What follows belongs to an exercise in optimizing a design on an open flow for small area, a short achievable clock period and few clock cycles; a production flow would make more cautious choices.
In this exercise RTL edits were held to simulation tests only and were not proved equivalent to the original.
Power is estimated from default activity; no workload was simulated.

// sha1_message_digest
module sha1_message_digest (
	input  wire logic         clk,
	input  wire logic         arst_n,
	input  wire logic         push,
	output logic              full,
	input  wire logic [9:0]   item,
	output logic              empty,
	input  wire logic         pop,
	output logic [159:0]      digest
);
make LEC_CHECK=0 ABC_CLOCK_PERIOD_IN_PS=1800 CAP_MARGIN=20 CORE_MARGIN=2 CORE_UTILIZATION=50 SETUP_SLACK_MARGIN=5 SLEW_MARGIN=20 SYNTH_HIERARCHICAL=1 TNS_END_PERCENT=0 finish   # period 8.0 ns
run.sh (not shown) runs the stock make flow with config.mk's settings and CLKGATE_MAP_FILE= SYNTH_SCRIPT=/design/flow/synth_recipe.tcl, a recipe that flattens the netlist after the stock synthesis.
The first run finished with timing, DRC and antenna clean.
Testbench counts at the start, summed over its fixed seeds: cycles 79,557.
Then changed:
--- a/flow/design.v
+++ b/flow/design.v
@@ -188,23 +188,22 @@
 	logic [1:0]  kph_q, kph_n;
 	logic        abort;
 	logic        take;
 	logic        run_d;
 	logic        bst, bst_d;
 	logic        is75_q, is77_q, is78_q, is79_q, ge76_q, le75_q, le12_q;
 	logic [31:0] a_q, b_q, c_q, d_q, pre_q;
 	logic [31:0] x1_q, x0_q;
 	logic [31:0] win_q [16];
 	logic [31:0] h0_q;
 	logic [31:0] k_q;   
-	logic        xsel_q;
 	logic [31:0] ring_q [4];
 	logic [31:0] c_d, dn, d_d, x1_d, x0_d, pre_d, k_next, e0n, h0sel, h0add;
 	logic [31:0] tmp, sched, sched_h, sum, opnd, xv;
 	logic        t79, ring_step, ring_init;
 	assign valid_q = !empty;
 	assign digest = {h0_q, ring_q[0], ring_q[1], ring_q[2], ring_q[3]};
 	assign t79    = is79_q;
 	assign abort  = run_q && is75_q && own_q && valid_q;
 	assign take   = is78_q && nx_q;
 	assign commit = (take && (!blk_first || (!valid_q && !(run_q && last_q)))) ||
 		(own_q && run_q && le75_q && !valid_q);
@@ -246,32 +245,30 @@
 			nx_q    <= 1'b0;
 			own_q   <= 1'b0;
 			first_q <= 1'b0;
 			last_q  <= 1'b0;
 			empty   <= 1'b1;
 			bst     <= 1'b0;
 			kph_q   <= 2'd0;
 			is75_q  <= 1'b1;
 			is77_q  <= 1'b0;
 			is78_q  <= 1'b0;
 			is79_q  <= 1'b0;
-			xsel_q  <= 1'b0;
 			ge76_q  <= 1'b0;
 			le75_q  <= 1'b1;
 			le12_q  <= 1'b0;
 		end else begin
 			is75_q <= t_d == 7'd75;
 			is77_q <= t_d == 7'd77;
 			is78_q <= t_d == 7'd78;
 			is79_q <= t_d == 7'd79;
-			xsel_q <= run_d && t_d == 7'd79;
 			ge76_q <= t_d >= 7'd76;
 			le75_q <= t_d <= 7'd75;
 			le12_q <= t_d <= 7'd12;
 			run_q <= run_d;
 			phase <= phase + 4'd1;
 			t_q   <= t_d;
 			bst   <= bst_d;
 			nx_q  <= is77_q ? blk_ready : is78_q ? nx_q : 1'b0;
 			if (take && !commit)
 				own_q <= 1'b1;
 			else if (commit || abort)
@@ -316,23 +313,23 @@
 			2'd0:    k_next = K_CH;
 			2'd1:    k_next = K_PAR_LO;
 			2'd2:    k_next = K_MAJ;
 			default: k_next = K_PAR_HI;
 		endcase
 		h0sel = first_q ? H0_INIT : h0_q;
 		e0n   = blk_first ? H4_INIT : ring_q[1];
 		h0add = is77_q ? h0sel : 32'd0;
 	end
 	always_comb begin
 		opnd = ring_q[3];
-		xv   = xsel_q ? a_q : {a_q[1:0], a_q[31:2]};
+		xv   = t79 ? a_q : {a_q[1:0], a_q[31:2]};
 	end
 	assign ring_step = ge76_q && (run_q || !blk_first);
 	assign ring_init = run_q && is75_q && first_q && !(own_q && valid_q);
 	sha1md_round u_add_a (.a5({a_q[26:0], a_q[31:27]}), .b(b_q), .x1(x1_q), .x0(x0_q),
 		.pre(pre_q), .s(tmp));
 	sha1md_add3 u_add_pre (.x(d_q), .y(k_q), .z(win_q[0]), .s(pre_d));
 	sha1md_add2 u_add_w (.x({sched[30:0], sched[31]}), .y(h0add), .s(sched_h));
 	sha1md_add2 u_add_ring (.x(opnd), .y(xv), .s(sum));
 	assign sched = win_q[2] ^ win_q[7] ^ win_q[13] ^ win_q[15];
 	always_ff @(posedge clk) begin
 		win_q[0] <= bst ? w_head : sched_h;
@@ -387,23 +384,23 @@
 module sha1md_csa (
 	input  wire logic [31:0] u,
 	input  wire logic [31:0] v,
 	input  wire logic [31:0] b,
 	input  wire logic [31:0] x1,
 	input  wire logic [31:0] x0,
 	output logic [31:0]      s
 );
 	logic [31:0] f, sv, cv;
 	assign f  = (b & x1) | (~b & x0);
 	assign sv = u ^ f;
-	assign cv = (v | u) & (v | f);
+	assign cv = v | (u & f);
 	sha1md_add2 u_add (.x(sv), .y({cv[30:0], 1'b0}), .s(s));
 endmodule
 module sha1md_add3 (
 	input  wire logic [31:0] x,
 	input  wire logic [31:0] y,
 	input  wire logic [31:0] z,
 	output logic [31:0]      s
 );
 	logic [31:0] sv, cv;
 	assign sv = x ^ y ^ z;
 	assign cv = (x & y) | (x & z) | (y & z);
@@ -424,25 +421,25 @@
 	input  wire logic [31:0] g,
 	input  wire logic [31:0] p,
 	output logic [31:0]      c
 );
 	logic [31:0] gl [6];
 	logic [31:0] pl [6];
 	always_comb begin
 		gl[0] = g;
 		pl[0] = p;
 		for (int l = 0; l < 5; l++) begin
 			for (int i = 0; i < 32; i++) begin
-				if (i >= (1 << l)) begin
-					gl[l + 1][i] = gl[l][i] | (pl[l][i] & gl[l][i - (1 << l)]);
-					pl[l + 1][i] = pl[l][i] & pl[l][i - (1 << l)];
+				if (((i >> l) & 1) == 1) begin
+					gl[l + 1][i] = gl[l][i] | (pl[l][i] & gl[l][((i >> l) << l) - 1]);
+					pl[l + 1][i] = pl[l][i] & pl[l][((i >> l) << l) - 1];
 				end else begin
 					gl[l + 1][i] = gl[l][i];
 					pl[l + 1][i] = pl[l][i];
 				end
 			end
 		end
 		c = gl[5];
 	end
 endmodule
 `default_nettype wire
 `default_nettype none
Worst setup slack gets worse by 0.19 ns.
Synthesized area goes down by 2.4%.
Worst hold slack gets worse by 0.0037 ns.
Routed wire length goes down by about 10%.
Combinational power goes down by 3.6%.
Power goes down by about 0.65%.
Global-route usage goes down by 2.0 points.
Die area goes down by 2.4%.
Final area goes down by about 2.4%.
Clock-buffer cell count goes down by 1.
Via count goes down by about 6%.
Testbench counts after the change, summed over its fixed seeds: cycles 79,557.

[afterwards: timing with drivers on the ports]
In the flow no input, the clock included, has a driving cell. The finished layouts below were timed again as built, in two steps.
Step 1, drivers: a clkbuf_16 drives clk and a buf_2 each remaining input, both assumed.
Step 2 adds t to the input delays and takes it off the output delays; t is the mean of the earliest and latest rising clock arrival at the registers after step 1. Input paths then give back, and output paths get back, about the clock's delay inside the block.
Slacks: ideal / step 1 / step 2; pairs: ideal / step 1.
run	t, ns	setup WS [ns]	worst setup path at the end	clock arrival spread, ns	slew at the worst register clock pin (ns)
the first run	0.834	4.822 / 4.780 / 4.822	register to register	0.043 / 0.043	0.07 / 0.07
the second run	0.817	4.629 / 4.594 / 4.629	register to register	0.026 / 0.025	0.06 / 0.06
After both steps setup and hold are still met in every run listed.
